What follows belongs to an exercise in optimizing a design on an open flow for a short achievable clock period and few clock cycles; a production flow would make more cautious choices.
Function was checked by simulation only, so behaviour that the tests miss may differ from the original.

==> inputs of run a <==
==> flow/design.v <==
`timescale 1ns / 1ps
`default_nettype none
package pei_pkg;
	localparam int unsigned VEC_W   = 32;
	localparam int unsigned OP_W    = 2;
	localparam int unsigned AXIS_W  = 2;
	localparam int unsigned NUM_AX  = 3;
	localparam int unsigned PROD_W  = 64;
	localparam int unsigned FRAC_W  = 16;
	localparam int unsigned CFG_W   = 32;
	localparam int unsigned CFGA_W  = 2;
	localparam int unsigned S_DATA_W = 96;
	localparam int unsigned M_DATA_W = 192;
	localparam int unsigned USER_W  = 2;
	localparam logic [OP_W-1:0] OP_ADD_FORCE = 2'd0;
	localparam logic [OP_W-1:0] OP_STEP      = 2'd1;
	localparam logic [OP_W-1:0] OP_LOAD_POS  = 2'd2;
	localparam logic [OP_W-1:0] OP_LOAD_VEL  = 2'd3;
	localparam logic [CFGA_W-1:0] CFG_TIME_STEP = 2'd0;
	localparam logic [CFGA_W-1:0] CFG_DAMPING   = 2'd1;
	localparam logic [CFGA_W-1:0] CFG_INV_MASS  = 2'd2;
	localparam logic [CFGA_W-1:0] CFG_LIFETIME  = 2'd3;
	localparam logic [1:0] PH_ACCEL = 2'd0;   
	localparam logic [1:0] PH_KICK  = 2'd1;   
	localparam logic [1:0] PH_DAMP  = 2'd2;   
	localparam logic [1:0] PH_DRIFT = 2'd3;   
	localparam logic [15:0] RST_TIME_STEP = 16'd1092;
	localparam logic [16:0] RST_DAMPING   = 17'd65536;
	localparam logic [31:0] RST_INV_MASS  = 32'd65536;
	localparam logic [30:0] RST_LIFETIME  = 31'd6553600;
	typedef struct packed {
		logic              apply_op;   
		logic              issue;      
		logic [1:0]        phase;
		logic [AXIS_W-1:0] axis;
		logic              finish;     
		logic              load_out;   
	} pei_cmd_t;
	typedef struct packed {
		logic alive;
	} pei_sts_t;
endpackage
`default_nettype wire
`timescale 1ns / 1ps
`default_nettype none
import pei_pkg::*;
module pei_ctrl (
	input  wire logic            clk,
	input  wire logic            arst_n,
	input  wire logic            s_tvalid,
	output logic                 s_tready,
	input  wire logic [OP_W-1:0] s_op,
	input  wire logic            m_tready,
	output logic                 m_tvalid,
	input  pei_pkg::pei_sts_t        sts,
	output pei_pkg::pei_cmd_t        cmd
);
	localparam logic [1:0] ST_IDLE   = 2'd0;
	localparam logic [1:0] ST_STEP   = 2'd1;
	localparam logic [1:0] ST_FINISH = 2'd2;
	localparam logic [1:0] ST_DONE   = 2'd3;
	localparam logic [4:0] LAST_CNT = 5'd17;
	logic [1:0] state_q, state_nx;
	logic [4:0] cnt_q;
	logic       out_valid_q;
	logic       accept;
	assign s_tready = (state_q == ST_IDLE) ||
	                  ((state_q == ST_DONE) && (!out_valid_q || m_tready));
	assign accept   = s_tvalid && s_tready;
	assign m_tvalid = out_valid_q;
	always_comb begin
		cmd          = '0;
		state_nx     = state_q;
		cmd.phase    = cnt_q[3:2];
		cmd.axis     = cnt_q[1:0];
		case (state_q)
			ST_IDLE: begin
				if (accept) begin
					cmd.apply_op = 1'b1;
					if (s_op == OP_STEP && sts.alive)
						state_nx = ST_STEP;
					else
						state_nx = ST_DONE;
				end
			end
			ST_STEP: begin
				cmd.issue = !cnt_q[4] && (cnt_q[1:0] != 2'd3);
				if (cnt_q == LAST_CNT) begin
					cmd.finish = 1'b1;
					state_nx   = ST_DONE;
				end
			end
			ST_FINISH: begin
				cmd.finish = 1'b1;
				state_nx   = ST_DONE;
			end
			ST_DONE: begin
				if (!out_valid_q || m_tready) begin
					cmd.load_out = 1'b1;
					state_nx     = ST_IDLE;
					if (accept) begin
						cmd.apply_op = 1'b1;
						if (s_op == OP_STEP && sts.alive)
							state_nx = ST_STEP;
						else
							state_nx = ST_DONE;
					end
				end
			end
			default: state_nx = ST_IDLE;
		endcase
	end
	always_ff @(posedge clk or negedge arst_n) begin
		if (!arst_n) begin
			state_q     <= ST_IDLE;
			cnt_q       <= '0;
			out_valid_q <= 1'b0;
		end else begin
			state_q <= state_nx;
			if (state_q == ST_STEP)
				cnt_q <= cnt_q + 5'd1;
			else
				cnt_q <= '0;
			if (cmd.load_out)
				out_valid_q <= 1'b1;
			else if (m_tready)
				out_valid_q <= 1'b0;
		end
	end
endmodule
`default_nettype wire
`timescale 1ns / 1ps
`default_nettype none
import pei_pkg::*;
module pei_dp (
	input  wire logic                clk,
	input  wire logic                arst_n,
	input  wire logic                cfg_we,
	input  wire logic [CFGA_W-1:0]   cfg_addr,
	input  wire logic [CFG_W-1:0]    cfg_wdata,
	input  wire logic [OP_W-1:0]     s_op,
	input  wire logic [S_DATA_W-1:0] s_tdata,
	input  pei_pkg::pei_cmd_t            cmd,
	output pei_pkg::pei_sts_t            sts,
	output logic [M_DATA_W-1:0]      m_tdata,
	output logic [USER_W-1:0]        m_tuser
);
	function automatic logic signed [31:0] sat_add32(input logic signed [31:0] a,
		input logic signed [31:0] b);
		logic signed [32:0] s;
		s = {a[31], a} + {b[31], b};
		if (s[32] != s[31])
			sat_add32 = s[32] ? 32'sh80000000 : 32'sh7fffffff;
		else
			sat_add32 = s[31:0];
	endfunction
	function automatic logic signed [31:0] qround(input logic [PROD_W-1:0] prod,
		input logic neg);
		logic [PROD_W-1:0] r;
		logic              big;
		r   = (prod + 64'd32768) >> FRAC_W;
		big = |r[47:31];
		if (neg)
			qround = big ? 32'sh80000000 : -$signed(r[31:0]);
		else
			qround = big ? 32'sh7fffffff : $signed(r[31:0]);
	endfunction
	logic [15:0] dt_q;
	logic [16:0] damp_q;
	logic [31:0] imass_q;
	logic [30:0] life_cfg_q;
	logic signed [31:0] pos_q [NUM_AX];
	logic signed [31:0] vel_q [NUM_AX];
	logic signed [31:0] frc_q [NUM_AX];
	logic signed [31:0] vec   [NUM_AX];
	logic signed [31:0] life_q;
	logic               alive_q;
	logic               v_s1, v_s2, v_s3;
	logic [1:0]         ph_s1, ph_s2, ph_s3;
	logic [AXIS_W-1:0]  ax_s1, ax_s2, ax_s3;
	logic [31:0]        mag_s1, mb_s1;
	logic               neg_s1, neg_s2;
	logic signed [31:0] add_s1, add_s2, add_s3;
	logic [PROD_W-1:0]  prod_s2;
	logic signed [31:0] q_s3;
	logic signed [31:0] op_a, op_add;
	logic [31:0]        op_b;
	logic signed [31:0] wb_sum;
	logic signed [32:0] life_diff;
	logic signed [31:0] life_nx;
	assign vec[0] = s_tdata[31:0];
	assign vec[1] = s_tdata[63:32];
	assign vec[2] = s_tdata[95:64];
	assign sts.alive = alive_q;
	always_ff @(posedge clk or negedge arst_n) begin
		if (!arst_n) begin
			dt_q       <= RST_TIME_STEP;
			damp_q     <= RST_DAMPING;
			imass_q    <= RST_INV_MASS;
			life_cfg_q <= RST_LIFETIME;
		end else if (cfg_we) begin
			case (cfg_addr)
				CFG_TIME_STEP: dt_q       <= cfg_wdata[15:0];
				CFG_DAMPING:   damp_q     <= cfg_wdata[16:0];
				CFG_INV_MASS:  imass_q    <= cfg_wdata;
				CFG_LIFETIME:  life_cfg_q <= cfg_wdata[30:0];
				default: ;
			endcase
		end
	end
	always_comb begin
		op_a   = frc_q[cmd.axis];
		op_b   = imass_q;
		op_add = vel_q[cmd.axis];
		case (cmd.phase)
			PH_ACCEL: begin
				op_a = frc_q[cmd.axis];
				op_b = imass_q;
			end
			PH_KICK: begin
				op_a = frc_q[cmd.axis];
				op_b = {16'd0, dt_q};
			end
			PH_DAMP: begin
				op_a = vel_q[cmd.axis];
				op_b = {15'd0, damp_q};
			end
			PH_DRIFT: begin
				op_a   = vel_q[cmd.axis];
				op_b   = {16'd0, dt_q};
				op_add = pos_q[cmd.axis];
			end
			default: ;
		endcase
	end
	always_ff @(posedge clk or negedge arst_n) begin
		if (!arst_n) begin
			v_s1 <= 1'b0;
			v_s2 <= 1'b0;
			v_s3 <= 1'b0;
		end else begin
			v_s1 <= cmd.issue;
			v_s2 <= v_s1;
			v_s3 <= v_s2;
		end
	end
	always_ff @(posedge clk) begin
		ph_s1   <= cmd.phase;
		ax_s1   <= cmd.axis;
		neg_s1  <= op_a[31];
		mag_s1  <= op_a[31] ? 32'(-op_a) : op_a;
		mb_s1   <= op_b;
		add_s1  <= op_add;
		ph_s2   <= ph_s1;
		ax_s2   <= ax_s1;
		neg_s2  <= neg_s1;
		prod_s2 <= {32'd0, mag_s1} * {32'd0, mb_s1};
		add_s2  <= add_s1;
		ph_s3   <= ph_s2;
		ax_s3   <= ax_s2;
		q_s3    <= qround(prod_s2, neg_s2);
		add_s3  <= add_s2;
	end
	assign wb_sum    = sat_add32(add_s3, q_s3);
	assign life_diff = {life_q[31], life_q} - $signed({17'd0, dt_q});
	assign life_nx   = (life_diff[32] != life_diff[31]) ? 32'sh80000000 : life_diff[31:0];
	always_ff @(posedge clk or negedge arst_n) begin
		if (!arst_n) begin
			for (int i = 0; i < NUM_AX; i++) begin
				pos_q[i] <= '0;
				vel_q[i] <= '0;
				frc_q[i] <= '0;
			end
			life_q  <= '0;
			alive_q <= 1'b0;
		end else begin
			if (cmd.apply_op) begin
				case (s_op)
					OP_ADD_FORCE: begin
						for (int i = 0; i < NUM_AX; i++)
							frc_q[i] <= sat_add32(frc_q[i], vec[i]);
					end
					OP_LOAD_POS: begin
						for (int i = 0; i < NUM_AX; i++) begin
							pos_q[i] <= vec[i];
							frc_q[i] <= '0;
						end
						life_q  <= {1'b0, life_cfg_q};
						alive_q <= 1'b1;
					end
					OP_LOAD_VEL: begin
						for (int i = 0; i < NUM_AX; i++)
							vel_q[i] <= vec[i];
					end
					default: ;
				endcase
			end
			if (v_s3) begin
				case (ph_s3)
					PH_ACCEL: frc_q[ax_s3] <= q_s3;
					PH_KICK:  vel_q[ax_s3] <= wb_sum;
					PH_DAMP:  vel_q[ax_s3] <= q_s3;
					PH_DRIFT: pos_q[ax_s3] <= wb_sum;
					default: ;
				endcase
			end
			if (cmd.finish) begin
				for (int i = 0; i < NUM_AX; i++)
					frc_q[i] <= '0;
				life_q  <= life_nx;
				alive_q <= (life_nx > 0);
			end
		end
	end
	always_ff @(posedge clk) begin
		if (cmd.load_out) begin
			m_tdata <= {vel_q[2], vel_q[1], vel_q[0], pos_q[2], pos_q[1], pos_q[0]};
			m_tuser <= {(pos_q[1][31] || (pos_q[1] == 0)), alive_q};
		end
	end
endmodule
`default_nettype wire
`timescale 1ns / 1ps
`default_nettype none
import pei_pkg::*;
module particle_euler_integrator (
	input  wire logic                clk,
	input  wire logic                arst_n,
	input  wire logic                cfg_we,
	input  wire logic [CFGA_W-1:0]   cfg_addr,    
	input  wire logic [CFG_W-1:0]    cfg_wdata,
	input  wire logic                s_tvalid,
	output logic                     s_tready,
	input  wire logic [S_DATA_W-1:0] s_tdata,     
	input  wire logic [USER_W-1:0]   s_tuser,     
	output logic                     m_tvalid,
	input  wire logic                m_tready,
	output logic [M_DATA_W-1:0]      m_tdata,     
	output logic [USER_W-1:0]        m_tuser      
);
	pei_pkg::pei_cmd_t cmd;
	pei_pkg::pei_sts_t sts;
	pei_ctrl u_ctrl (
		.clk      (clk),
		.arst_n   (arst_n),
		.s_tvalid (s_tvalid),
		.s_tready (s_tready),
		.s_op     (s_tuser),
		.m_tready (m_tready),
		.m_tvalid (m_tvalid),
		.sts      (sts),
		.cmd      (cmd)
	);
	pei_dp u_dp (
		.clk       (clk),
		.arst_n    (arst_n),
		.cfg_we    (cfg_we),
		.cfg_addr  (cfg_addr),
		.cfg_wdata (cfg_wdata),
		.s_op      (s_tuser),
		.s_tdata   (s_tdata),
		.cmd       (cmd),
		.sts       (sts),
		.m_tdata   (m_tdata),
		.m_tuser   (m_tuser)
	);
endmodule
`default_nettype wire
==> flow/run.sh <==
#!/bin/bash
# synth_recipe.tcl (not shown) runs the flow's synth.tcl, then flattens the netlist and writes it again
# the make line also repeats each setting of config.mk as NAME=value (left out here)
make -C /OpenROAD-flow-scripts/flow DESIGN_CONFIG=/design/flow/config.mk WORK_HOME=/design/flow/orfs CLKGATE_MAP_FILE= SYNTH_SCRIPT=/design/flow/synth_recipe.tcl finish
==> flow/config.mk <==
export PLATFORM = sky130hd
export DESIGN_NAME = particle_euler_integrator
export DESIGN_NICKNAME = particle_euler_integrator
export VERILOG_FILES = /design/flow/design.v
export SDC_FILE = /design/flow/constraint.sdc
export NUM_CORES = 4
export LEC_CHECK = 0
export CAP_MARGIN = 20
export CORE_MARGIN = 2
export CORE_UTILIZATION = 40
export SLEW_MARGIN = 20
==> flow/constraint.sdc <==
create_clock -name core_clock -period 10.0 [get_ports {clk}]
set_input_delay 2.0000 -clock core_clock [delete_from_list [all_inputs] [get_ports {clk}]]
set_output_delay 2.0000 -clock core_clock [all_outputs]
set_load 0.01 [all_outputs]
==> inputs of run b, as changes to run a <==
--- a/flow/design.v
+++ b/flow/design.v
@@ -61,5 +61,6 @@
 	localparam logic [1:0] ST_DONE   = 2'd3;
-	localparam logic [4:0] LAST_CNT = 5'd17;
+	localparam logic [4:0] LAST_CNT = 5'd14;
 	logic [1:0] state_q, state_nx;
 	logic [4:0] cnt_q;
+	logic [1:0] ph_q, ax_q;
 	logic       out_valid_q;
@@ -73,4 +74,4 @@
 		state_nx     = state_q;
-		cmd.phase    = cnt_q[3:2];
-		cmd.axis     = cnt_q[1:0];
+		cmd.phase    = ph_q;
+		cmd.axis     = ax_q;
 		case (state_q)
@@ -86,3 +87,3 @@
 			ST_STEP: begin
-				cmd.issue = !cnt_q[4] && (cnt_q[1:0] != 2'd3);
+				cmd.issue = (cnt_q < 5'd12);
 				if (cnt_q == LAST_CNT) begin
@@ -116,2 +117,4 @@
 			cnt_q       <= '0;
+			ph_q        <= '0;
+			ax_q        <= '0;
 			out_valid_q <= 1'b0;
@@ -119,6 +122,15 @@
 			state_q <= state_nx;
-			if (state_q == ST_STEP)
+			if (state_q == ST_STEP) begin
 				cnt_q <= cnt_q + 5'd1;
-			else
+				if (ax_q == 2'd2) begin
+					ax_q <= '0;
+					ph_q <= ph_q + 2'd1;
+				end else begin
+					ax_q <= ax_q + 2'd1;
+				end
+			end else begin
 				cnt_q <= '0;
+				ph_q  <= '0;
+				ax_q  <= '0;
+			end
 			if (cmd.load_out)
@@ -210,4 +222,11 @@
 	end
+	logic               fwd;
+	logic signed [31:0] fwd_val;
+	logic signed [31:0] frc_a, vel_a;
+	assign fwd     = v_s3 && (ax_s3 == cmd.axis);
+	assign fwd_val = (ph_s3 == PH_KICK) ? wb_sum : q_s3;
+	assign frc_a   = (fwd && (ph_s3 == PH_ACCEL)) ? fwd_val : frc_q[cmd.axis];
+	assign vel_a   = (fwd && (ph_s3 != PH_ACCEL)) ? fwd_val : vel_q[cmd.axis];
 	always_comb begin
-		op_a   = frc_q[cmd.axis];
+		op_a   = frc_a;
 		op_b   = imass_q;
@@ -216,3 +235,3 @@
 			PH_ACCEL: begin
-				op_a = frc_q[cmd.axis];
+				op_a = frc_a;
 				op_b = imass_q;
@@ -220,3 +239,3 @@
 			PH_KICK: begin
-				op_a = frc_q[cmd.axis];
+				op_a = frc_a;
 				op_b = {16'd0, dt_q};
@@ -224,3 +243,3 @@
 			PH_DAMP: begin
-				op_a = vel_q[cmd.axis];
+				op_a = vel_a;
 				op_b = {15'd0, damp_q};
@@ -228,3 +247,3 @@
 			PH_DRIFT: begin
-				op_a   = vel_q[cmd.axis];
+				op_a   = vel_a;
 				op_b   = {16'd0, dt_q};
ABC_CLOCK_PERIOD_IN_PS = 6000   (was default)
SETUP_SLACK_MARGIN = 3   (was default)
TNS_END_PERCENT = 10   (was default)
==> run summary <==
quantity	run a	run b
Origin of the worst min-delay path	u_dp.ax_s2[0]$_DFF_P_	u_dp.add_s2[30]$_DFF_P_
Placer congestion estimate	0.959	0.975
Vias post-DR	62500	63800
Layout non-clock buf frac	0.0493	0.0693
DRT met1 WL	111000 um	119000 um
Outcome	complete, no violations	complete, no violations
Worst-case headroom to the max-slew limit	0.224	0.185
Multiplexer area fraction after synthesis	0.0543	0.0476
Cell count after synthesis	8171	8153
# placed instances	10800	10800
Routed met3 length	22600 um	25100 um
Number of library cell types mapped by synthesis	101	109
Source-to-sink clock delay at the later pin of the worst-skew pair	0.75 ns	0.76 ns
Post-synthesis sequential area ratio	0.275	0.277
Post-route clock period utilization	0.877	0.748
Post-layout worst setup margin	1.23 ns	2.52 ns
Number of buffers and inverters on the critical path	3	7
Final core occ	0.451	0.466
Testbench counts of run a, summed over its fixed seeds: cycles 37,002.
Testbench counts of run b, summed over its fixed seeds: cycles 31,371.

==> port drivers added, routing unchanged <==
How much do the figures lean on ideal ports? The routed layouts below were timed once more, with nothing changed but the port constraints. Step 1 assumes that a clkbuf_16 drives the clock port and a buf_2 every other input. Step 2 moves the port delays by t, midway between the first and last clock arrival at a register: inputs arrive t later, outputs are due t later. That takes back most of the time a late clock gives input paths. Slacks: ideal ports / drivers / drivers and shift; pairs: ideal ports / drivers.
run	t (ns)	setup slack, ns	worst setup path after step 2	slew at the worst register clock pin (ns)
run a	0.808	1.230 / 1.230 / 1.230	register to register	0.07 / 0.07
run b	0.829	2.517 / 2.517 / 2.253	input to register	0.08 / 0.08
After both steps every run listed still meets setup and hold. The setup slack of run b, which loses most, moves by 0.000 ns with the drivers and by -0.264 ns with both steps.
